Source: an optimization exercise on an open RTL-to-GDS flow (aim: small area and few clock cycles per item). Production flows keep margins and buffers that such runs may drop.
No run shown here included a check of the RTL's function; only the layout flow was run.

==> flow/design.v, too long to show whole: its modules and the start of the top module <==
// module fp_mult_pipe: 1383 lines
// module fp_mult_fa: 10 lines
// module fp_mult_ha: 9 lines
module fp_mult_pipe #(
  parameter int unsigned EXP_W = 8,
  parameter int unsigned MAN_W = 23,
  parameter int unsigned TAG_W = 4
) (
  input  logic                   clk,
  input  logic                   rstn,
  input  logic                   in_valid,
  output logic                   in_ready,
  input  logic [EXP_W+MAN_W:0]   a,
  input  logic [EXP_W+MAN_W:0]   b,
  input  logic [TAG_W-1:0]       in_tag,
  output logic                   out_valid,
  input  logic                   out_ready,
  output logic [EXP_W+MAN_W:0]   result,
  output logic [TAG_W-1:0]       out_tag,
  output logic [3:0]             flags
);
  // ...
==> flow/flow/run.sh <==
#!/bin/bash
# Standard ORFS layout, with plain buffers on the ports instead of the delay cell buffer_ports picks.
set -euo pipefail
bash standard.sh BUFFER_PORTS_ARGS="-buffer_cell sky130_fd_sc_hd__buf_2" finish > make.log 2>&1
==> flow/standard.sh <==
#!/bin/bash
# synth_recipe.tcl (not shown) runs the flow's synth.tcl, then flattens the netlist and writes it again
# the make line also repeats each setting of config.mk as NAME=value (left out here)
make -C /OpenROAD-flow-scripts/flow DESIGN_CONFIG=/design/flow/config.mk WORK_HOME=/design/flow/orfs CLKGATE_MAP_FILE= SYNTH_SCRIPT=/design/flow/synth_recipe.tcl "${@:-finish}"
==> flow/config.mk <==
export PLATFORM = sky130hd
export DESIGN_NAME = fp_mult_pipe
export DESIGN_NICKNAME = fp_mult_pipe
export VERILOG_FILES = /design/flow/design.v
export SDC_FILE = /design/flow/constraint.sdc
export NUM_CORES = 4
export LEC_CHECK = 0
export ABC_AREA = 1
export CAP_MARGIN = 20
export CORE_MARGIN = 2
export CORE_UTILIZATION = 40
export GPL_TIMING_DRIVEN = 0
export SLEW_MARGIN = 20
export SYNTH_HIERARCHICAL = 1
export SYNTH_MINIMUM_KEEP_SIZE = 0
==> flow/constraint.sdc <==
create_clock -name core_clock -period 7.0 [get_ports {clk}]
set_input_delay 1.4000 -clock core_clock [delete_from_list [all_inputs] [get_ports {clk}]]
set_output_delay 1.4000 -clock core_clock [all_outputs]
set_load 0.01 [all_outputs]
==> run summary, run 1 <==
- The die is 204.1 um wide.
- The maximum level of the CTS H-tree is 2.
- The post-synthesis xor/xnor area fraction is 0.1618.
- The CTS tree is done.
- The die area is 0.04167 mm^2.
- The hold buffer count at CTS is 0.
- The worst reg-to-reg setup slack is 5.58 ns.
- Setup repair after global routing could not meet its margin everywhere.
- After layout, the buffer instance count without clock buffers stands at 269.
- The fraction of final cell area spent on clock buffers and inverters in this run is 0.009007.
- In the finished design, the share of the clock period the worst path needs comes to 0.9841.
- For this run, the top clock speed supported by timing is 0.1452 GHz.
- The flow ran to the end and the layout has no timing, DRC or antenna violations.
- The number of cells on the critical path is 28.
- Summed over all nets, wire length on met2 after detailed routing comes to 27890 um.
- The hold violation total from the final report is 0.
- There are 45 flip-flops and latches.
- The worst hold path class is primary input to async pin.
- The number of cells on the worst reg-to-reg path is 2.
- The root buffer selected by CTS is clkbuf_16.
- The post-CTS resize count is 267.
- The number of buffers and inverters on the critical path is 6.
- The shortest period the worst path allows is 6.889 ns.
- The kind of cell with the highest combined delay on the critical path is adder cells.
- Across all setup checks in the final design, the least slack found is 0.1114 ns.
- For this run, global-route usage on met1 was measured as 0.3835.
- The starting density of the core is 0.4042.
- The floorplan row count is 73.
- The TritonCTS buffer count is 5.
- The area of the multi-input gates is 0.01491 mm^2.
- The start-to-end type of the worst setup path is primary input to flop.
==> run 2, diff against run 1 <==
--- a/flow/design.v
+++ b/flow/design.v
@@ -977,334 +977,334 @@
   wire s45_639, c45_639;
   fp_mult_fa u_s45_639 (.a(s45_594), .b(pp11_23_344), .c(c44_593), .s(s45_639), .co(c45_639));
   wire s46_640, c46_640;
   fp_mult_fa u_s46_640 (.a(s46_595), .b(c45_594), .c(pp11_24_345), .s(s46_640), .co(c46_640));
   wire s47_641, c47_641;
   fp_mult_ha u_s47_641 (.a(1'b1), .b(c46_595), .s(s47_641), .co(c47_641));
   wire [47:0] px = {c46_640, c45_639, c44_638, c43_637, c42_636, c41_635, c40_634, c39_633, c38_632, c37_631, c36_630, c35_629, c34_628, c33_627, c32_626, c31_625, c30_624, c29_623, c28_622, c27_621, c26_620, c25_619, c24_618, c23_617, c22_616, c21_615, c20_614, c19_613, c18_612, c17_611, c16_610, c15_609, c14_608, c13_607, c12_606, c11_605, c10_604, c9_603, c8_602, c7_601, c6_600, c5_599, c4_598, c3_597, c2_596, s2_596, pp0_1_4, neg0_2};
   wire [47:0] py = {s47_641, s46_640, s45_639, s44_638, s43_637, s42_636, s41_635, s40_634, s39_633, s38_632, s37_631, s36_630, s35_629, s34_628, s33_627, s32_626, s31_625, s30_624, s29_623, s28_622, s27_621, s26_620, s25_619, s24_618, s23_617, s22_616, s21_615, s20_614, s19_613, s18_612, s17_611, s16_610, s15_609, s14_608, s13_607, s12_606, s11_605, s10_604, s9_603, s8_602, s7_601, s6_600, s5_599, s4_598, s3_597, pp1_0_32, 1'b0, pp0_0_3};
-  wire g0_642 = neg0_2 & pp0_0_3;
-  wire p0_643 = neg0_2 ^ pp0_0_3;
-  wire g2_644 = s2_596 & pp1_0_32;
-  wire p2_645 = s2_596 ^ pp1_0_32;
-  wire g3_646 = c2_596 & s3_597;
-  wire p3_647 = c2_596 ^ s3_597;
-  wire g4_648 = c3_597 & s4_598;
-  wire p4_649 = c3_597 ^ s4_598;
-  wire g5_650 = c4_598 & s5_599;
-  wire p5_651 = c4_598 ^ s5_599;
-  wire g6_652 = c5_599 & s6_600;
-  wire p6_653 = c5_599 ^ s6_600;
-  wire g7_654 = c6_600 & s7_601;
-  wire p7_655 = c6_600 ^ s7_601;
-  wire g8_656 = c7_601 & s8_602;
-  wire p8_657 = c7_601 ^ s8_602;
-  wire g9_658 = c8_602 & s9_603;
-  wire p9_659 = c8_602 ^ s9_603;
-  wire g10_660 = c9_603 & s10_604;
-  wire p10_661 = c9_603 ^ s10_604;
-  wire g11_662 = c10_604 & s11_605;
-  wire p11_663 = c10_604 ^ s11_605;
-  wire g12_664 = c11_605 & s12_606;
-  wire p12_665 = c11_605 ^ s12_606;
-  wire g13_666 = c12_606 & s13_607;
-  wire p13_667 = c12_606 ^ s13_607;
-  wire g14_668 = c13_607 & s14_608;
-  wire p14_669 = c13_607 ^ s14_608;
-  wire g15_670 = c14_608 & s15_609;
-  wire p15_671 = c14_608 ^ s15_609;
-  wire g16_672 = c15_609 & s16_610;
-  wire p16_673 = c15_609 ^ s16_610;
-  wire g17_674 = c16_610 & s17_611;
-  wire p17_675 = c16_610 ^ s17_611;
-  wire g18_676 = c17_611 & s18_612;
-  wire p18_677 = c17_611 ^ s18_612;
-  wire g19_678 = c18_612 & s19_613;
-  wire p19_679 = c18_612 ^ s19_613;
-  wire g20_680 = c19_613 & s20_614;
-  wire p20_681 = c19_613 ^ s20_614;
-  wire g21_682 = c20_614 & s21_615;
-  wire p21_683 = c20_614 ^ s21_615;
-  wire g22_684 = c21_615 & s22_616;
-  wire p22_685 = c21_615 ^ s22_616;
-  wire g23_686 = c22_616 & s23_617;
-  wire p23_687 = c22_616 ^ s23_617;
-  wire g24_688 = c23_617 & s24_618;
-  wire p24_689 = c23_617 ^ s24_618;
-  wire g25_690 = c24_618 & s25_619;
-  wire p25_691 = c24_618 ^ s25_619;
-  wire g26_692 = c25_619 & s26_620;
-  wire p26_693 = c25_619 ^ s26_620;
-  wire g27_694 = c26_620 & s27_621;
-  wire p27_695 = c26_620 ^ s27_621;
-  wire g28_696 = c27_621 & s28_622;
-  wire p28_697 = c27_621 ^ s28_622;
-  wire g29_698 = c28_622 & s29_623;
-  wire p29_699 = c28_622 ^ s29_623;
-  wire g30_700 = c29_623 & s30_624;
-  wire p30_701 = c29_623 ^ s30_624;
-  wire g31_702 = c30_624 & s31_625;
-  wire p31_703 = c30_624 ^ s31_625;
-  wire g32_704 = c31_625 & s32_626;
-  wire p32_705 = c31_625 ^ s32_626;
-  wire g33_706 = c32_626 & s33_627;
-  wire p33_707 = c32_626 ^ s33_627;
-  wire g34_708 = c33_627 & s34_628;
-  wire p34_709 = c33_627 ^ s34_628;
-  wire g35_710 = c34_628 & s35_629;
-  wire p35_711 = c34_628 ^ s35_629;
-  wire g36_712 = c35_629 & s36_630;
-  wire p36_713 = c35_629 ^ s36_630;
-  wire g37_714 = c36_630 & s37_631;
-  wire p37_715 = c36_630 ^ s37_631;
-  wire g38_716 = c37_631 & s38_632;
-  wire p38_717 = c37_631 ^ s38_632;
-  wire g39_718 = c38_632 & s39_633;
-  wire p39_719 = c38_632 ^ s39_633;
-  wire g40_720 = c39_633 & s40_634;
-  wire p40_721 = c39_633 ^ s40_634;
-  wire g41_722 = c40_634 & s41_635;
-  wire p41_723 = c40_634 ^ s41_635;
-  wire g42_724 = c41_635 & s42_636;
-  wire p42_725 = c41_635 ^ s42_636;
-  wire g43_726 = c42_636 & s43_637;
-  wire p43_727 = c42_636 ^ s43_637;
-  wire g44_728 = c43_637 & s44_638;
-  wire p44_729 = c43_637 ^ s44_638;
-  wire g45_730 = c44_638 & s45_639;
-  wire p45_731 = c44_638 ^ s45_639;
-  wire g46_732 = c45_639 & s46_640;
-  wire p46_733 = c45_639 ^ s46_640;
-  wire g47_734 = c46_640 & s47_641;
-  wire p47_735 = c46_640 ^ s47_641;
-  wire G1_736 = 1'b0 | (pp0_1_4 & g0_642);
-  wire P1_737 = pp0_1_4 & p0_643;
-  wire G3_738 = g3_646 | (p3_647 & g2_644);
-  wire P3_739 = p3_647 & p2_645;
-  wire G5_740 = g5_650 | (p5_651 & g4_648);
-  wire P5_741 = p5_651 & p4_649;
-  wire G7_742 = g7_654 | (p7_655 & g6_652);
-  wire P7_743 = p7_655 & p6_653;
-  wire G9_744 = g9_658 | (p9_659 & g8_656);
-  wire P9_745 = p9_659 & p8_657;
-  wire G11_746 = g11_662 | (p11_663 & g10_660);
-  wire P11_747 = p11_663 & p10_661;
-  wire G13_748 = g13_666 | (p13_667 & g12_664);
-  wire P13_749 = p13_667 & p12_665;
-  wire G15_750 = g15_670 | (p15_671 & g14_668);
-  wire P15_751 = p15_671 & p14_669;
-  wire G17_752 = g17_674 | (p17_675 & g16_672);
-  wire P17_753 = p17_675 & p16_673;
-  wire G19_754 = g19_678 | (p19_679 & g18_676);
-  wire P19_755 = p19_679 & p18_677;
-  wire G21_756 = g21_682 | (p21_683 & g20_680);
-  wire P21_757 = p21_683 & p20_681;
-  wire G23_758 = g23_686 | (p23_687 & g22_684);
-  wire P23_759 = p23_687 & p22_685;
-  wire G25_760 = g25_690 | (p25_691 & g24_688);
-  wire P25_761 = p25_691 & p24_689;
-  wire G27_762 = g27_694 | (p27_695 & g26_692);
-  wire P27_763 = p27_695 & p26_693;
-  wire G29_764 = g29_698 | (p29_699 & g28_696);
-  wire P29_765 = p29_699 & p28_697;
-  wire G31_766 = g31_702 | (p31_703 & g30_700);
-  wire P31_767 = p31_703 & p30_701;
-  wire G33_768 = g33_706 | (p33_707 & g32_704);
-  wire P33_769 = p33_707 & p32_705;
-  wire G35_770 = g35_710 | (p35_711 & g34_708);
-  wire P35_771 = p35_711 & p34_709;
-  wire G37_772 = g37_714 | (p37_715 & g36_712);
-  wire P37_773 = p37_715 & p36_713;
-  wire G39_774 = g39_718 | (p39_719 & g38_716);
-  wire P39_775 = p39_719 & p38_717;
-  wire G41_776 = g41_722 | (p41_723 & g40_720);
-  wire P41_777 = p41_723 & p40_721;
-  wire G43_778 = g43_726 | (p43_727 & g42_724);
-  wire P43_779 = p43_727 & p42_725;
-  wire G45_780 = g45_730 | (p45_731 & g44_728);
-  wire P45_781 = p45_731 & p44_729;
-  wire G47_782 = g47_734 | (p47_735 & g46_732);
-  wire P47_783 = p47_735 & p46_733;
-  wire G3_784 = G3_738 | (P3_739 & G1_736);
-  wire P3_785 = P3_739 & P1_737;
-  wire G7_786 = G7_742 | (P7_743 & G5_740);
-  wire P7_787 = P7_743 & P5_741;
-  wire G11_788 = G11_746 | (P11_747 & G9_744);
-  wire P11_789 = P11_747 & P9_745;
-  wire G15_790 = G15_750 | (P15_751 & G13_748);
-  wire P15_791 = P15_751 & P13_749;
-  wire G19_792 = G19_754 | (P19_755 & G17_752);
-  wire P19_793 = P19_755 & P17_753;
-  wire G23_794 = G23_758 | (P23_759 & G21_756);
-  wire P23_795 = P23_759 & P21_757;
-  wire G27_796 = G27_762 | (P27_763 & G25_760);
-  wire P27_797 = P27_763 & P25_761;
-  wire G31_798 = G31_766 | (P31_767 & G29_764);
-  wire P31_799 = P31_767 & P29_765;
-  wire G35_800 = G35_770 | (P35_771 & G33_768);
-  wire P35_801 = P35_771 & P33_769;
-  wire G39_802 = G39_774 | (P39_775 & G37_772);
-  wire P39_803 = P39_775 & P37_773;
-  wire G43_804 = G43_778 | (P43_779 & G41_776);
-  wire P43_805 = P43_779 & P41_777;
-  wire G47_806 = G47_782 | (P47_783 & G45_780);
-  wire P47_807 = P47_783 & P45_781;
-  wire G7_808 = G7_786 | (P7_787 & G3_784);
-  wire P7_809 = P7_787 & P3_785;
-  wire G15_810 = G15_790 | (P15_791 & G11_788);
-  wire P15_811 = P15_791 & P11_789;
-  wire G23_812 = G23_794 | (P23_795 & G19_792);
-  wire P23_813 = P23_795 & P19_793;
-  wire G31_814 = G31_798 | (P31_799 & G27_796);
-  wire P31_815 = P31_799 & P27_797;
-  wire G39_816 = G39_802 | (P39_803 & G35_800);
-  wire P39_817 = P39_803 & P35_801;
-  wire G47_818 = G47_806 | (P47_807 & G43_804);
-  wire P47_819 = P47_807 & P43_805;
-  wire G15_820 = G15_810 | (P15_811 & G7_808);
-  wire P15_821 = P15_811 & P7_809;
-  wire G31_822 = G31_814 | (P31_815 & G23_812);
-  wire P31_823 = P31_815 & P23_813;
-  wire G47_824 = G47_818 | (P47_819 & G39_816);
-  wire P47_825 = P47_819 & P39_817;
-  wire G31_826 = G31_822 | (P31_823 & G15_820);
-  wire P31_827 = P31_823 & P15_821;
-  wire G47_828 = G47_824 | (P47_825 & G31_826);
-  wire P47_829 = P47_825 & P31_827;
-  wire G23_830 = G23_812 | (P23_813 & G15_820);
-  wire P23_831 = P23_813 & P15_821;
-  wire G39_832 = G39_816 | (P39_817 & G31_826);
-  wire P39_833 = P39_817 & P31_827;
-  wire G11_834 = G11_788 | (P11_789 & G7_808);
-  wire P11_835 = P11_789 & P7_809;
-  wire G19_836 = G19_792 | (P19_793 & G15_820);
-  wire P19_837 = P19_793 & P15_821;
-  wire G27_838 = G27_796 | (P27_797 & G23_830);
-  wire P27_839 = P27_797 & P23_831;
-  wire G35_840 = G35_800 | (P35_801 & G31_826);
-  wire P35_841 = P35_801 & P31_827;
-  wire G43_842 = G43_804 | (P43_805 & G39_832);
-  wire P43_843 = P43_805 & P39_833;
-  wire G5_844 = G5_740 | (P5_741 & G3_784);
-  wire P5_845 = P5_741 & P3_785;
-  wire G9_846 = G9_744 | (P9_745 & G7_808);
-  wire P9_847 = P9_745 & P7_809;
-  wire G13_848 = G13_748 | (P13_749 & G11_834);
-  wire P13_849 = P13_749 & P11_835;
-  wire G17_850 = G17_752 | (P17_753 & G15_820);
-  wire P17_851 = P17_753 & P15_821;
-  wire G21_852 = G21_756 | (P21_757 & G19_836);
-  wire P21_853 = P21_757 & P19_837;
-  wire G25_854 = G25_760 | (P25_761 & G23_830);
-  wire P25_855 = P25_761 & P23_831;
-  wire G29_856 = G29_764 | (P29_765 & G27_838);
-  wire P29_857 = P29_765 & P27_839;
-  wire G33_858 = G33_768 | (P33_769 & G31_826);
-  wire P33_859 = P33_769 & P31_827;
-  wire G37_860 = G37_772 | (P37_773 & G35_840);
-  wire P37_861 = P37_773 & P35_841;
-  wire G41_862 = G41_776 | (P41_777 & G39_832);
-  wire P41_863 = P41_777 & P39_833;
-  wire G45_864 = G45_780 | (P45_781 & G43_842);
-  wire P45_865 = P45_781 & P43_843;
-  wire G2_866 = g2_644 | (p2_645 & G1_736);
-  wire P2_867 = p2_645 & P1_737;
-  wire G4_868 = g4_648 | (p4_649 & G3_784);
-  wire P4_869 = p4_649 & P3_785;
-  wire G6_870 = g6_652 | (p6_653 & G5_844);
-  wire P6_871 = p6_653 & P5_845;
-  wire G8_872 = g8_656 | (p8_657 & G7_808);
-  wire P8_873 = p8_657 & P7_809;
-  wire G10_874 = g10_660 | (p10_661 & G9_846);
-  wire P10_875 = p10_661 & P9_847;
-  wire G12_876 = g12_664 | (p12_665 & G11_834);
-  wire P12_877 = p12_665 & P11_835;
-  wire G14_878 = g14_668 | (p14_669 & G13_848);
-  wire P14_879 = p14_669 & P13_849;
-  wire G16_880 = g16_672 | (p16_673 & G15_820);
-  wire P16_881 = p16_673 & P15_821;
-  wire G18_882 = g18_676 | (p18_677 & G17_850);
-  wire P18_883 = p18_677 & P17_851;
-  wire G20_884 = g20_680 | (p20_681 & G19_836);
-  wire P20_885 = p20_681 & P19_837;
-  wire G22_886 = g22_684 | (p22_685 & G21_852);
-  wire P22_887 = p22_685 & P21_853;
-  wire G24_888 = g24_688 | (p24_689 & G23_830);
-  wire P24_889 = p24_689 & P23_831;
-  wire G26_890 = g26_692 | (p26_693 & G25_854);
-  wire P26_891 = p26_693 & P25_855;
-  wire G28_892 = g28_696 | (p28_697 & G27_838);
-  wire P28_893 = p28_697 & P27_839;
-  wire G30_894 = g30_700 | (p30_701 & G29_856);
-  wire P30_895 = p30_701 & P29_857;
-  wire G32_896 = g32_704 | (p32_705 & G31_826);
-  wire P32_897 = p32_705 & P31_827;
-  wire G34_898 = g34_708 | (p34_709 & G33_858);
-  wire P34_899 = p34_709 & P33_859;
-  wire G36_900 = g36_712 | (p36_713 & G35_840);
-  wire P36_901 = p36_713 & P35_841;
-  wire G38_902 = g38_716 | (p38_717 & G37_860);
-  wire P38_903 = p38_717 & P37_861;
-  wire G40_904 = g40_720 | (p40_721 & G39_832);
-  wire P40_905 = p40_721 & P39_833;
-  wire G42_906 = g42_724 | (p42_725 & G41_862);
-  wire P42_907 = p42_725 & P41_863;
-  wire G44_908 = g44_728 | (p44_729 & G43_842);
-  wire P44_909 = p44_729 & P43_843;
-  wire G46_910 = g46_732 | (p46_733 & G45_864);
-  wire P46_911 = p46_733 & P45_865;
-  wire sum1_912 = pp0_1_4 ^ g0_642;
-  wire sum2_913 = p2_645 ^ G1_736;
-  wire sum3_914 = p3_647 ^ G2_866;
-  wire sum4_915 = p4_649 ^ G3_784;
-  wire sum5_916 = p5_651 ^ G4_868;
-  wire sum6_917 = p6_653 ^ G5_844;
-  wire sum7_918 = p7_655 ^ G6_870;
-  wire sum8_919 = p8_657 ^ G7_808;
-  wire sum9_920 = p9_659 ^ G8_872;
-  wire sum10_921 = p10_661 ^ G9_846;
-  wire sum11_922 = p11_663 ^ G10_874;
-  wire sum12_923 = p12_665 ^ G11_834;
-  wire sum13_924 = p13_667 ^ G12_876;
-  wire sum14_925 = p14_669 ^ G13_848;
-  wire sum15_926 = p15_671 ^ G14_878;
-  wire sum16_927 = p16_673 ^ G15_820;
-  wire sum17_928 = p17_675 ^ G16_880;
-  wire sum18_929 = p18_677 ^ G17_850;
-  wire sum19_930 = p19_679 ^ G18_882;
-  wire sum20_931 = p20_681 ^ G19_836;
-  wire sum21_932 = p21_683 ^ G20_884;
-  wire sum22_933 = p22_685 ^ G21_852;
-  wire sum23_934 = p23_687 ^ G22_886;
-  wire sum24_935 = p24_689 ^ G23_830;
-  wire sum25_936 = p25_691 ^ G24_888;
-  wire sum26_937 = p26_693 ^ G25_854;
-  wire sum27_938 = p27_695 ^ G26_890;
-  wire sum28_939 = p28_697 ^ G27_838;
-  wire sum29_940 = p29_699 ^ G28_892;
-  wire sum30_941 = p30_701 ^ G29_856;
-  wire sum31_942 = p31_703 ^ G30_894;
-  wire sum32_943 = p32_705 ^ G31_826;
-  wire sum33_944 = p33_707 ^ G32_896;
-  wire sum34_945 = p34_709 ^ G33_858;
-  wire sum35_946 = p35_711 ^ G34_898;
-  wire sum36_947 = p36_713 ^ G35_840;
-  wire sum37_948 = p37_715 ^ G36_900;
-  wire sum38_949 = p38_717 ^ G37_860;
-  wire sum39_950 = p39_719 ^ G38_902;
-  wire sum40_951 = p40_721 ^ G39_832;
-  wire sum41_952 = p41_723 ^ G40_904;
-  wire sum42_953 = p42_725 ^ G41_862;
-  wire sum43_954 = p43_727 ^ G42_906;
-  wire sum44_955 = p44_729 ^ G43_842;
-  wire sum45_956 = p45_731 ^ G44_908;
-  wire sum46_957 = p46_733 ^ G45_864;
-  wire sum47_958 = p47_735 ^ G46_910;
-  wire [47:0] prod = {sum47_958, sum46_957, sum45_956, sum44_955, sum43_954, sum42_953, sum41_952, sum40_951, sum39_950, sum38_949, sum37_948, sum36_947, sum35_946, sum34_945, sum33_944, sum32_943, sum31_942, sum30_941, sum29_940, sum28_939, sum27_938, sum26_937, sum25_936, sum24_935, sum23_934, sum22_933, sum21_932, sum20_931, sum19_930, sum18_929, sum17_928, sum16_927, sum15_926, sum14_925, sum13_924, sum12_923, sum11_922, sum10_921, sum9_920, sum8_919, sum7_918, sum6_917, sum5_916, sum4_915, sum3_914, sum2_913, sum1_912, p0_643};
+  wire s0_642, c0_642;
+  fp_mult_ha u_s0_642 (.a(neg0_2), .b(pp0_0_3), .s(s0_642), .co(c0_642));
+  wire s2_643, c2_643;
+  fp_mult_ha u_s2_643 (.a(s2_596), .b(pp1_0_32), .s(s2_643), .co(c2_643));
+  wire s3_644, c3_644;
+  fp_mult_ha u_s3_644 (.a(c2_596), .b(s3_597), .s(s3_644), .co(c3_644));
+  wire s4_645, c4_645;
+  fp_mult_ha u_s4_645 (.a(c3_597), .b(s4_598), .s(s4_645), .co(c4_645));
+  wire s5_646, c5_646;
+  fp_mult_ha u_s5_646 (.a(c4_598), .b(s5_599), .s(s5_646), .co(c5_646));
+  wire s6_647, c6_647;
+  fp_mult_ha u_s6_647 (.a(c5_599), .b(s6_600), .s(s6_647), .co(c6_647));
+  wire s7_648, c7_648;
+  fp_mult_ha u_s7_648 (.a(c6_600), .b(s7_601), .s(s7_648), .co(c7_648));
+  wire s8_649, c8_649;
+  fp_mult_ha u_s8_649 (.a(c7_601), .b(s8_602), .s(s8_649), .co(c8_649));
+  wire s9_650, c9_650;
+  fp_mult_ha u_s9_650 (.a(c8_602), .b(s9_603), .s(s9_650), .co(c9_650));
+  wire s10_651, c10_651;
+  fp_mult_ha u_s10_651 (.a(c9_603), .b(s10_604), .s(s10_651), .co(c10_651));
+  wire s11_652, c11_652;
+  fp_mult_ha u_s11_652 (.a(c10_604), .b(s11_605), .s(s11_652), .co(c11_652));
+  wire s12_653, c12_653;
+  fp_mult_ha u_s12_653 (.a(c11_605), .b(s12_606), .s(s12_653), .co(c12_653));
+  wire s13_654, c13_654;
+  fp_mult_ha u_s13_654 (.a(c12_606), .b(s13_607), .s(s13_654), .co(c13_654));
+  wire s14_655, c14_655;
+  fp_mult_ha u_s14_655 (.a(c13_607), .b(s14_608), .s(s14_655), .co(c14_655));
+  wire s15_656, c15_656;
+  fp_mult_ha u_s15_656 (.a(c14_608), .b(s15_609), .s(s15_656), .co(c15_656));
+  wire s16_657, c16_657;
+  fp_mult_ha u_s16_657 (.a(c15_609), .b(s16_610), .s(s16_657), .co(c16_657));
+  wire s17_658, c17_658;
+  fp_mult_ha u_s17_658 (.a(c16_610), .b(s17_611), .s(s17_658), .co(c17_658));
+  wire s18_659, c18_659;
+  fp_mult_ha u_s18_659 (.a(c17_611), .b(s18_612), .s(s18_659), .co(c18_659));
+  wire s19_660, c19_660;
+  fp_mult_ha u_s19_660 (.a(c18_612), .b(s19_613), .s(s19_660), .co(c19_660));
+  wire s20_661, c20_661;
+  fp_mult_ha u_s20_661 (.a(c19_613), .b(s20_614), .s(s20_661), .co(c20_661));
+  wire s21_662, c21_662;
+  fp_mult_ha u_s21_662 (.a(c20_614), .b(s21_615), .s(s21_662), .co(c21_662));
+  wire s22_663, c22_663;
+  fp_mult_ha u_s22_663 (.a(c21_615), .b(s22_616), .s(s22_663), .co(c22_663));
+  wire s23_664, c23_664;
+  fp_mult_ha u_s23_664 (.a(c22_616), .b(s23_617), .s(s23_664), .co(c23_664));
+  wire s24_665, c24_665;
+  fp_mult_ha u_s24_665 (.a(c23_617), .b(s24_618), .s(s24_665), .co(c24_665));
+  wire s25_666, c25_666;
+  fp_mult_ha u_s25_666 (.a(c24_618), .b(s25_619), .s(s25_666), .co(c25_666));
+  wire s26_667, c26_667;
+  fp_mult_ha u_s26_667 (.a(c25_619), .b(s26_620), .s(s26_667), .co(c26_667));
+  wire s27_668, c27_668;
+  fp_mult_ha u_s27_668 (.a(c26_620), .b(s27_621), .s(s27_668), .co(c27_668));
+  wire s28_669, c28_669;
+  fp_mult_ha u_s28_669 (.a(c27_621), .b(s28_622), .s(s28_669), .co(c28_669));
+  wire s29_670, c29_670;
+  fp_mult_ha u_s29_670 (.a(c28_622), .b(s29_623), .s(s29_670), .co(c29_670));
+  wire s30_671, c30_671;
+  fp_mult_ha u_s30_671 (.a(c29_623), .b(s30_624), .s(s30_671), .co(c30_671));
+  wire s31_672, c31_672;
+  fp_mult_ha u_s31_672 (.a(c30_624), .b(s31_625), .s(s31_672), .co(c31_672));
+  wire s32_673, c32_673;
+  fp_mult_ha u_s32_673 (.a(c31_625), .b(s32_626), .s(s32_673), .co(c32_673));
+  wire s33_674, c33_674;
+  fp_mult_ha u_s33_674 (.a(c32_626), .b(s33_627), .s(s33_674), .co(c33_674));
+  wire s34_675, c34_675;
+  fp_mult_ha u_s34_675 (.a(c33_627), .b(s34_628), .s(s34_675), .co(c34_675));
+  wire s35_676, c35_676;
+  fp_mult_ha u_s35_676 (.a(c34_628), .b(s35_629), .s(s35_676), .co(c35_676));
+  wire s36_677, c36_677;
+  fp_mult_ha u_s36_677 (.a(c35_629), .b(s36_630), .s(s36_677), .co(c36_677));
+  wire s37_678, c37_678;
+  fp_mult_ha u_s37_678 (.a(c36_630), .b(s37_631), .s(s37_678), .co(c37_678));
+  wire s38_679, c38_679;
+  fp_mult_ha u_s38_679 (.a(c37_631), .b(s38_632), .s(s38_679), .co(c38_679));
+  wire s39_680, c39_680;
+  fp_mult_ha u_s39_680 (.a(c38_632), .b(s39_633), .s(s39_680), .co(c39_680));
+  wire s40_681, c40_681;
+  fp_mult_ha u_s40_681 (.a(c39_633), .b(s40_634), .s(s40_681), .co(c40_681));
+  wire s41_682, c41_682;
+  fp_mult_ha u_s41_682 (.a(c40_634), .b(s41_635), .s(s41_682), .co(c41_682));
+  wire s42_683, c42_683;
+  fp_mult_ha u_s42_683 (.a(c41_635), .b(s42_636), .s(s42_683), .co(c42_683));
+  wire s43_684, c43_684;
+  fp_mult_ha u_s43_684 (.a(c42_636), .b(s43_637), .s(s43_684), .co(c43_684));
+  wire s44_685, c44_685;
+  fp_mult_ha u_s44_685 (.a(c43_637), .b(s44_638), .s(s44_685), .co(c44_685));
+  wire s45_686, c45_686;
+  fp_mult_ha u_s45_686 (.a(c44_638), .b(s45_639), .s(s45_686), .co(c45_686));
+  wire s46_687, c46_687;
+  fp_mult_ha u_s46_687 (.a(c45_639), .b(s46_640), .s(s46_687), .co(c46_687));
+  wire s47_688, c47_688;
+  fp_mult_ha u_s47_688 (.a(c46_640), .b(s47_641), .s(s47_688), .co(c47_688));
+  wire G1_689 = 1'b0 | (pp0_1_4 & c0_642);
+  wire P1_690 = pp0_1_4 & s0_642;
+  wire G3_691 = c3_644 | (s3_644 & c2_643);
+  wire P3_692 = s3_644 & s2_643;
+  wire G5_693 = c5_646 | (s5_646 & c4_645);
+  wire P5_694 = s5_646 & s4_645;
+  wire G7_695 = c7_648 | (s7_648 & c6_647);
+  wire P7_696 = s7_648 & s6_647;
+  wire G9_697 = c9_650 | (s9_650 & c8_649);
+  wire P9_698 = s9_650 & s8_649;
+  wire G11_699 = c11_652 | (s11_652 & c10_651);
+  wire P11_700 = s11_652 & s10_651;
+  wire G13_701 = c13_654 | (s13_654 & c12_653);
+  wire P13_702 = s13_654 & s12_653;
+  wire G15_703 = c15_656 | (s15_656 & c14_655);
+  wire P15_704 = s15_656 & s14_655;
+  wire G17_705 = c17_658 | (s17_658 & c16_657);
+  wire P17_706 = s17_658 & s16_657;
+  wire G19_707 = c19_660 | (s19_660 & c18_659);
+  wire P19_708 = s19_660 & s18_659;
+  wire G21_709 = c21_662 | (s21_662 & c20_661);
+  wire P21_710 = s21_662 & s20_661;
+  wire G23_711 = c23_664 | (s23_664 & c22_663);
+  wire P23_712 = s23_664 & s22_663;
+  wire G25_713 = c25_666 | (s25_666 & c24_665);
+  wire P25_714 = s25_666 & s24_665;
+  wire G27_715 = c27_668 | (s27_668 & c26_667);
+  wire P27_716 = s27_668 & s26_667;
+  wire G29_717 = c29_670 | (s29_670 & c28_669);
+  wire P29_718 = s29_670 & s28_669;
+  wire G31_719 = c31_672 | (s31_672 & c30_671);
+  wire P31_720 = s31_672 & s30_671;
+  wire G33_721 = c33_674 | (s33_674 & c32_673);
+  wire P33_722 = s33_674 & s32_673;
+  wire G35_723 = c35_676 | (s35_676 & c34_675);
+  wire P35_724 = s35_676 & s34_675;
+  wire G37_725 = c37_678 | (s37_678 & c36_677);
+  wire P37_726 = s37_678 & s36_677;
+  wire G39_727 = c39_680 | (s39_680 & c38_679);
+  wire P39_728 = s39_680 & s38_679;
+  wire G41_729 = c41_682 | (s41_682 & c40_681);
+  wire P41_730 = s41_682 & s40_681;
+  wire G43_731 = c43_684 | (s43_684 & c42_683);
+  wire P43_732 = s43_684 & s42_683;
+  wire G45_733 = c45_686 | (s45_686 & c44_685);
+  wire P45_734 = s45_686 & s44_685;
+  wire G47_735 = c47_688 | (s47_688 & c46_687);
+  wire P47_736 = s47_688 & s46_687;
+  wire G3_737 = G3_691 | (P3_692 & G1_689);
+  wire P3_738 = P3_692 & P1_690;
+  wire G7_739 = G7_695 | (P7_696 & G5_693);
+  wire P7_740 = P7_696 & P5_694;
+  wire G11_741 = G11_699 | (P11_700 & G9_697);
+  wire P11_742 = P11_700 & P9_698;
+  wire G15_743 = G15_703 | (P15_704 & G13_701);
+  wire P15_744 = P15_704 & P13_702;
+  wire G19_745 = G19_707 | (P19_708 & G17_705);
+  wire P19_746 = P19_708 & P17_706;
+  wire G23_747 = G23_711 | (P23_712 & G21_709);
+  wire P23_748 = P23_712 & P21_710;
+  wire G27_749 = G27_715 | (P27_716 & G25_713);
+  wire P27_750 = P27_716 & P25_714;
+  wire G31_751 = G31_719 | (P31_720 & G29_717);
+  wire P31_752 = P31_720 & P29_718;
+  wire G35_753 = G35_723 | (P35_724 & G33_721);
+  wire P35_754 = P35_724 & P33_722;
+  wire G39_755 = G39_727 | (P39_728 & G37_725);
+  wire P39_756 = P39_728 & P37_726;
+  wire G43_757 = G43_731 | (P43_732 & G41_729);
+  wire P43_758 = P43_732 & P41_730;
+  wire G47_759 = G47_735 | (P47_736 & G45_733);
+  wire P47_760 = P47_736 & P45_734;
+  wire G7_761 = G7_739 | (P7_740 & G3_737);
+  wire P7_762 = P7_740 & P3_738;
+  wire G15_763 = G15_743 | (P15_744 & G11_741);
+  wire P15_764 = P15_744 & P11_742;
+  wire G23_765 = G23_747 | (P23_748 & G19_745);
+  wire P23_766 = P23_748 & P19_746;
+  wire G31_767 = G31_751 | (P31_752 & G27_749);
+  wire P31_768 = P31_752 & P27_750;
+  wire G39_769 = G39_755 | (P39_756 & G35_753);
+  wire P39_770 = P39_756 & P35_754;
+  wire G47_771 = G47_759 | (P47_760 & G43_757);
+  wire P47_772 = P47_760 & P43_758;
+  wire G15_773 = G15_763 | (P15_764 & G7_761);
+  wire P15_774 = P15_764 & P7_762;
+  wire G31_775 = G31_767 | (P31_768 & G23_765);
+  wire P31_776 = P31_768 & P23_766;
+  wire G47_777 = G47_771 | (P47_772 & G39_769);
+  wire P47_778 = P47_772 & P39_770;
+  wire G31_779 = G31_775 | (P31_776 & G15_773);
+  wire P31_780 = P31_776 & P15_774;
+  wire G47_781 = G47_777 | (P47_778 & G31_779);
+  wire P47_782 = P47_778 & P31_780;
+  wire G23_783 = G23_765 | (P23_766 & G15_773);
+  wire P23_784 = P23_766 & P15_774;
+  wire G39_785 = G39_769 | (P39_770 & G31_779);
+  wire P39_786 = P39_770 & P31_780;
+  wire G11_787 = G11_741 | (P11_742 & G7_761);
+  wire P11_788 = P11_742 & P7_762;
+  wire G19_789 = G19_745 | (P19_746 & G15_773);
+  wire P19_790 = P19_746 & P15_774;
+  wire G27_791 = G27_749 | (P27_750 & G23_783);
+  wire P27_792 = P27_750 & P23_784;
+  wire G35_793 = G35_753 | (P35_754 & G31_779);
+  wire P35_794 = P35_754 & P31_780;
+  wire G43_795 = G43_757 | (P43_758 & G39_785);
+  wire P43_796 = P43_758 & P39_786;
+  wire G5_797 = G5_693 | (P5_694 & G3_737);
+  wire P5_798 = P5_694 & P3_738;
+  wire G9_799 = G9_697 | (P9_698 & G7_761);
+  wire P9_800 = P9_698 & P7_762;
+  wire G13_801 = G13_701 | (P13_702 & G11_787);
+  wire P13_802 = P13_702 & P11_788;
+  wire G17_803 = G17_705 | (P17_706 & G15_773);
+  wire P17_804 = P17_706 & P15_774;
+  wire G21_805 = G21_709 | (P21_710 & G19_789);
+  wire P21_806 = P21_710 & P19_790;
+  wire G25_807 = G25_713 | (P25_714 & G23_783);
+  wire P25_808 = P25_714 & P23_784;
+  wire G29_809 = G29_717 | (P29_718 & G27_791);
+  wire P29_810 = P29_718 & P27_792;
+  wire G33_811 = G33_721 | (P33_722 & G31_779);
+  wire P33_812 = P33_722 & P31_780;
+  wire G37_813 = G37_725 | (P37_726 & G35_793);
+  wire P37_814 = P37_726 & P35_794;
+  wire G41_815 = G41_729 | (P41_730 & G39_785);
+  wire P41_816 = P41_730 & P39_786;
+  wire G45_817 = G45_733 | (P45_734 & G43_795);
+  wire P45_818 = P45_734 & P43_796;
+  wire G2_819 = c2_643 | (s2_643 & G1_689);
+  wire P2_820 = s2_643 & P1_690;
+  wire G4_821 = c4_645 | (s4_645 & G3_737);
+  wire P4_822 = s4_645 & P3_738;
+  wire G6_823 = c6_647 | (s6_647 & G5_797);
+  wire P6_824 = s6_647 & P5_798;
+  wire G8_825 = c8_649 | (s8_649 & G7_761);
+  wire P8_826 = s8_649 & P7_762;
+  wire G10_827 = c10_651 | (s10_651 & G9_799);
+  wire P10_828 = s10_651 & P9_800;
+  wire G12_829 = c12_653 | (s12_653 & G11_787);
+  wire P12_830 = s12_653 & P11_788;
+  wire G14_831 = c14_655 | (s14_655 & G13_801);
+  wire P14_832 = s14_655 & P13_802;
+  wire G16_833 = c16_657 | (s16_657 & G15_773);
+  wire P16_834 = s16_657 & P15_774;
+  wire G18_835 = c18_659 | (s18_659 & G17_803);
+  wire P18_836 = s18_659 & P17_804;
+  wire G20_837 = c20_661 | (s20_661 & G19_789);
+  wire P20_838 = s20_661 & P19_790;
+  wire G22_839 = c22_663 | (s22_663 & G21_805);
+  wire P22_840 = s22_663 & P21_806;
+  wire G24_841 = c24_665 | (s24_665 & G23_783);
+  wire P24_842 = s24_665 & P23_784;
+  wire G26_843 = c26_667 | (s26_667 & G25_807);
+  wire P26_844 = s26_667 & P25_808;
+  wire G28_845 = c28_669 | (s28_669 & G27_791);
+  wire P28_846 = s28_669 & P27_792;
+  wire G30_847 = c30_671 | (s30_671 & G29_809);
+  wire P30_848 = s30_671 & P29_810;
+  wire G32_849 = c32_673 | (s32_673 & G31_779);
+  wire P32_850 = s32_673 & P31_780;
+  wire G34_851 = c34_675 | (s34_675 & G33_811);
+  wire P34_852 = s34_675 & P33_812;
+  wire G36_853 = c36_677 | (s36_677 & G35_793);
+  wire P36_854 = s36_677 & P35_794;
+  wire G38_855 = c38_679 | (s38_679 & G37_813);
+  wire P38_856 = s38_679 & P37_814;
+  wire G40_857 = c40_681 | (s40_681 & G39_785);
+  wire P40_858 = s40_681 & P39_786;
+  wire G42_859 = c42_683 | (s42_683 & G41_815);
+  wire P42_860 = s42_683 & P41_816;
+  wire G44_861 = c44_685 | (s44_685 & G43_795);
+  wire P44_862 = s44_685 & P43_796;
+  wire G46_863 = c46_687 | (s46_687 & G45_817);
+  wire P46_864 = s46_687 & P45_818;
+  wire sum1_865 = pp0_1_4 ^ c0_642;
+  wire sum2_866 = s2_643 ^ G1_689;
+  wire sum3_867 = s3_644 ^ G2_819;
+  wire sum4_868 = s4_645 ^ G3_737;
+  wire sum5_869 = s5_646 ^ G4_821;
+  wire sum6_870 = s6_647 ^ G5_797;
+  wire sum7_871 = s7_648 ^ G6_823;
+  wire sum8_872 = s8_649 ^ G7_761;
+  wire sum9_873 = s9_650 ^ G8_825;
+  wire sum10_874 = s10_651 ^ G9_799;
+  wire sum11_875 = s11_652 ^ G10_827;
+  wire sum12_876 = s12_653 ^ G11_787;
+  wire sum13_877 = s13_654 ^ G12_829;
+  wire sum14_878 = s14_655 ^ G13_801;
+  wire sum15_879 = s15_656 ^ G14_831;
+  wire sum16_880 = s16_657 ^ G15_773;
+  wire sum17_881 = s17_658 ^ G16_833;
+  wire sum18_882 = s18_659 ^ G17_803;
+  wire sum19_883 = s19_660 ^ G18_835;
+  wire sum20_884 = s20_661 ^ G19_789;
+  wire sum21_885 = s21_662 ^ G20_837;
+  wire sum22_886 = s22_663 ^ G21_805;
+  wire sum23_887 = s23_664 ^ G22_839;
+  wire sum24_888 = s24_665 ^ G23_783;
+  wire sum25_889 = s25_666 ^ G24_841;
+  wire sum26_890 = s26_667 ^ G25_807;
+  wire sum27_891 = s27_668 ^ G26_843;
+  wire sum28_892 = s28_669 ^ G27_791;
+  wire sum29_893 = s29_670 ^ G28_845;
+  wire sum30_894 = s30_671 ^ G29_809;
+  wire sum31_895 = s31_672 ^ G30_847;
+  wire sum32_896 = s32_673 ^ G31_779;
+  wire sum33_897 = s33_674 ^ G32_849;
+  wire sum34_898 = s34_675 ^ G33_811;
+  wire sum35_899 = s35_676 ^ G34_851;
+  wire sum36_900 = s36_677 ^ G35_793;
+  wire sum37_901 = s37_678 ^ G36_853;
+  wire sum38_902 = s38_679 ^ G37_813;
+  wire sum39_903 = s39_680 ^ G38_855;
+  wire sum40_904 = s40_681 ^ G39_785;
+  wire sum41_905 = s41_682 ^ G40_857;
+  wire sum42_906 = s42_683 ^ G41_815;
+  wire sum43_907 = s43_684 ^ G42_859;
+  wire sum44_908 = s44_685 ^ G43_795;
+  wire sum45_909 = s45_686 ^ G44_861;
+  wire sum46_910 = s46_687 ^ G45_817;
+  wire sum47_911 = s47_688 ^ G46_863;
+  wire [47:0] prod = {sum47_911, sum46_910, sum45_909, sum44_908, sum43_907, sum42_906, sum41_905, sum40_904, sum39_903, sum38_902, sum37_901, sum36_900, sum35_899, sum34_898, sum33_897, sum32_896, sum31_895, sum30_894, sum29_893, sum28_892, sum27_891, sum26_890, sum25_889, sum24_888, sum23_887, sum22_886, sum21_885, sum20_884, sum19_883, sum18_882, sum17_881, sum16_880, sum15_879, sum14_878, sum13_877, sum12_876, sum11_875, sum10_874, sum9_873, sum8_872, sum7_871, sum6_870, sum5_869, sum4_868, sum3_867, sum2_866, sum1_865, s0_642};
   logic [2:0] cls;
   always_comb begin
     if (nan)       cls = {1'b1, snan_a | snan_b, 1'b1};
     else if (ixz)  cls = 3'b111;
     else if (inf)  cls = 3'b110;
     else if (zero) cls = 3'b100;
     else           cls = 3'b000;
   end
--- a/flow/config.mk
+++ b/flow/config.mk
@@ -5,11 +5,12 @@
 export SDC_FILE = /design/flow/constraint.sdc
 export NUM_CORES = 4
 export LEC_CHECK = 0
 export ABC_AREA = 1
 export CAP_MARGIN = 20
 export CORE_MARGIN = 2
 export CORE_UTILIZATION = 40
 export GPL_TIMING_DRIVEN = 0
+export SETUP_SLACK_MARGIN = 0.05
 export SLEW_MARGIN = 20
 export SYNTH_HIERARCHICAL = 1
 export SYNTH_MINIMUM_KEEP_SIZE = 0
==> run 2 against run 1 <==
Effect of this change: first-iteration DRC count fell by 10%; setup slack improved by 0.076 ns; largest cell class unchanged; register-to-register slack better by 0.11 ns; via count up 0.73%; flip-flop and latch count unchanged; still clean; maximum frequency rose by 1.1%; highest routed layer is now met5; cell area shrank 3.1%.
==> run summary, run 2 <==
- The source of the worst register-to-register timing path is r_v (unchanged).
- The final core utilization is 0.4878 (was 0.4906).
- The post-synth design cell area is 0.01566 mm^2 (was 0.01602 mm^2).
- The TritonCTS buffer count is 5 (unchanged).
- The count of flip-flops with a built-in enable after synthesis is 44 (unchanged).
- The routed wire length was 58510 um (was 59950 um).
- The most used cell along the critical path is fa_1 (was fa_2).
- The cell type with the largest total area after synthesis is fa_1 (unchanged).
- The count of buffer and inverter cells on the critical path came to 4 (was 6).
- The clock latency reported for the late side of the worst-skew pair is 0.29 ns (was 0.30 ns).
- The logic depth of the worst register-to-register path was 2 (unchanged).
- The half-perimeter wire length after detailed placement is 46400 um (was 48790 um).
- The largest stage delay on the critical path is 0.55 ns (was 0.63 ns).
- The max-cap check violation count was 0 (unchanged).
- The total grt overflow is 0 (unchanged).
- The start-to-end type of the worst setup path is primary input to flop (unchanged).
- The final clock period utilization by the worst path is 0.9732 (was 0.9841).
- The number of flip-flops in the largest register is 26 (unchanged).
- The root buffer selected by CTS was clkbuf_16 (unchanged).
- The net count of the finished layout is 2360 (was 2398).
- The number of setup violations in the final report was 0 (unchanged).
- The kind of launch point of the worst setup path is a primary input (unchanged).
- The post-route worst hold slack is 0.8041 ns (was 0.8603 ns).
- The timing-limited maximum frequency came to 0.1468 GHz (was 0.1452 GHz).
- Top library cells by usage in the layout, fill and taps aside: 274 x xor2_1, 248 x fa_1, 246 x o22ai_1, 124 x buf_2, 113 x nand2_1 (was 255 x xor2_1, 240 x fa_1, 210 x nand2_1, 208 x o22ai_1, 130 x inv_1).
- The worst reg-to-reg setup slack is 5.69 ns (was 5.58 ns).
- The cell count after placement is 2357 (was 2443).
- The endpoint of the lowest-slack register-to-register path is r_st (was r_cls[2]).
- The global-route wire length before repair is 87120 um (was 89430 um).
- The maximum level of the CTS H-tree is 2 (unchanged).
- The die area came to 0.04074 mm^2 (was 0.04167 mm^2).
- The DRC marker count from the first detailed-route iteration is 1301 (was 1448).
- The number of different library cells in the post-synthesis netlist was 48 (was 46).
- The relative max-transition margin is 0.3449 (was 0.4114).
- The category of the worst setup path capture point is a flop (unchanged).
- The pin count of the biggest net entering global routing was 29 (was 26).
- The remaining antenna violation count after routing was 0 (unchanged).
- The routed wire length per instance is 24.12 um (was 24.24 um).
- The CTS tree is done (unchanged).
- Largest registers: r_p x26, r_esum x9, r_tag x4 (unchanged).
- The share of synthesized flip-flops with an asynchronous set or reset is 0.02222 (unchanged).
- The warning count from the yosys run came to 7 (unchanged).
- The cell area after placement came to 0.01694 mm^2 (was 0.01732 mm^2).
- Among all cell types in the netlist, the one instantiated most often is xor2_1.
- The count of unresolved DRC violations after routing came to 0 (unchanged).
- The clock transition at the registers of the reported paths is 0.07 ns (about the same).
- The post-route standard cell area excluding fillers came to 0.01885 mm^2 (was 0.01945 mm^2).
- The worst path arrival time was 6.86 ns (was 6.93 ns).
- The hold buffer count at CTS is 0 (unchanged).
- The floorplan row count is 72 (was 73).
- The kind of cell with the highest combined delay on the critical path was adder cells (unchanged).
- The vias after detailed routing is 14.47k (was 14.36k).
- The flop and latch count out of synthesis came to 45 (unchanged).
- The most frequently used flop master after synthesis is edfxtp_1 (unchanged).
- The height of the die came to 201.8 um (was 204.1 um).
- The horizontal die dimension is 201.8 um (was 204.1 um).
- The core box area came to 0.03865 mm^2 (was 0.03964 mm^2).
- The worst setup path startpoint was b[19] (was b[13]).
- Ranking of synthesized cells by area: fa_1 34%, xor2_1 16%, o22ai_1 11%, ha_1 9.4%, edfxtp_1 8.4% (was fa_1 36%, xor2_1 16%, o22ai_1 10%, edfxtp_1 8.2%, ha_1 7.2%).
- The number of cells on the critical path came to 28 (unchanged).
- The critical-path cell with the highest stage delay is fa_2 (unchanged).
- The shortest period the worst path allows is 6.813 ns (was 6.889 ns).
- The data required time at the worst endpoint is 7.05 ns (was 7.04 ns).
- The maximum clock insertion buffer count came to 2 (unchanged).
- The post-layout instance count excluding filler cells came to 2426 (was 2473).
- The number of vias per cell came to 5.964 (was 5.808).
- The number of clock sinks is 45 (unchanged).
- The starting density of the core is 0.4051 (was 0.4042).
- The post-route clock skew came to 0.005558 ns (was 0.009908 ns).
- The count of pins on the block boundary is 114 (unchanged).
- The capture point of the worst path is r_p[25] (unchanged).
- Top post-synthesis cells by count: 284 x xor2_1, 266 x o22ai_1, 265 x fa_1 (was 288 x fa_1, 288 x xor2_1, 266 x o22ai_1).
- The via count of the first global-routing pass is 14.60k (was 14.76k).
- The number of iterations in the first detailed-routing pass is 6 (was 7).
- The initial antenna violation count is 1 (was 0).
- The transition time at the pin with the least slew margin came to 0.9827 ns (was 0.8829 ns).
- Run status: no timing/DRC/antenna violations (unchanged).
- The post-synthesis instance total is 1714 (was 1793).
- The hold violation total from the final report is 0 (unchanged).
- The area fraction of the dominant cell type after synthesis is 0.3389 (was 0.3598).
- The worst hold path class is flop to flop (was primary input to async pin).
- The overall routing resource usage is 0.2822 (was 0.2866).
- The most frequent standard cell in the layout excluding fill and tap cells is xor2_1 (unchanged).
- The share of synthesized area occupied by flip-flops and latches is 0.08600 (was 0.08402).
- The register with the most flip-flops was r_p (unchanged).
- The number of slew-limit violations in the final report is 0 (unchanged).
- The routability congestion estimate from global placement was 1.010 (was 1.016).
- The layout overhead on the synthesized area is 20.42% (was 21.38%).
- The peak fanout along the critical path came to 10 (unchanged).
- The mean area per synthesized cell is 9.134 um^2 (was 8.936 um^2).
- The quantity of I/O buffers inserted on ports was 113 (unchanged).
- The fraction of final layout cells sized beyond drive strength 1 is 0.2538 (was 0.2691).
[run 2: area by class of cell]
type | instances | area (um^2)
flip-flops and latches | 45 | 1346
plain buffers | 132 | 930.9
diodes | 1 | 2.502
well taps | 518 | 648.1
multi-input cells | 1402 | 14110
repair buffers | 175 | 1065
inverters | 145 | 575.6
clock inverters | 3 | 50.05
fillers | 3652 | 19800
clock buffers | 5 | 125.1
[run 2: Yosys stat by module (local to each module, per instance)]
module / area [um^2] / cells inside / times used
fp_mult_pipe: 9389 / 1371 / 1
fp_mult_ha: 12.51 / 1 / 80
fp_mult_fa: 20.02 / 1 / 263
[run 2: how the worst min path moves through the flow]
stage,from,endpoint,slack [ns],depth (start not counted)
final,r_v,r_v,0.80,2
after global routing,rstn,r_v,0.86,1
after CTS,r_v,r_v,0.83,2
after detailed placement,r_v,r_v,0.81,2
after global placement,rstn,r_v,1.18,1
after floorplan,rstn,r_v,1.10,0
[run 2: what timing repair did]
action | CTS | global route
setup endpoints to repair | 49 | 49
gates resized for setup | 183 | 251
setup buffers | 15 | 46
pin swaps | 24 | 66
endpoints found under the hold margin | 0 | 0
[run 2: layer usage]
layer  vias up  global-route usage  routed length, um
met5         -                   0                 11
met4         2              0.1303               2909
met3       186             0.04208               5563
met2       864              0.4485              26530
met1      7163              0.3808              23490
li1       6253                   -                  -
[run 2: logic make-up (layout without fill, tap and decap cells)]
kind of cell,Yosys count,after routing,share of synthesized area
compound gates,382,382,0.1493
xor+xnor,304,304,0.1701
fa+ha+maj,382,382,0.4324
buf+inv,278,460,0.06754
flops,45,45,0.08600
other cells,1,13,0.0002395
simple gates,322,322,0.09447
[run 2: tightest hold or removal path, stage by stage (launching register included)]
cell     delay [ns]
dfrtp_1        0.36
nand2_2        0.28
nand2_1        0.13
[run 2: through the flow]
stage	setup WS [ns]	TNS [ns]
detailed placement	-1.687	-35.12
floorplan	0.08159	0
finish	0.1873	0
CTS	0.03936	0
global placement	-1.624	-33.59
global route	-0.0007976	-0.0007976

[re-timing with driven ports]
The results above use ideal ports. As a check the final layouts listed here were re-extracted and re-timed, cells and wires unchanged.
Step 1 (the two cells are an assumption about what drives the block):
set clk [get_ports {clk}]
set_driving_cell -lib_cell sky130_fd_sc_hd__clkbuf_16 $clk
set_driving_cell -lib_cell sky130_fd_sc_hd__buf_2 [delete_from_list [all_inputs] $clk]
Step 2 also shifts input and output timing later by t, the mid clock arrival at the registers, as if the neighbouring blocks saw the same clock.
Three values: ideal ports, drivers, drivers and shift; two values: the first two.
run | t, ns | slack for setup (ns) | worst setup path at the end | cell pins on the clock port's net
run 1 | 0.330 | 0.111 / 0.117 / -0.213 | input to register | 1
run 2 | 0.327 | 0.187 / 0.204 / -0.123 | input to register | 1
Met with ideal ports but missed after step 2: setup timing in run 1 and run 2. For run 1, which loses most, drivers alone change the setup slack by +0.006 ns; drivers and shift together by -0.324 ns.
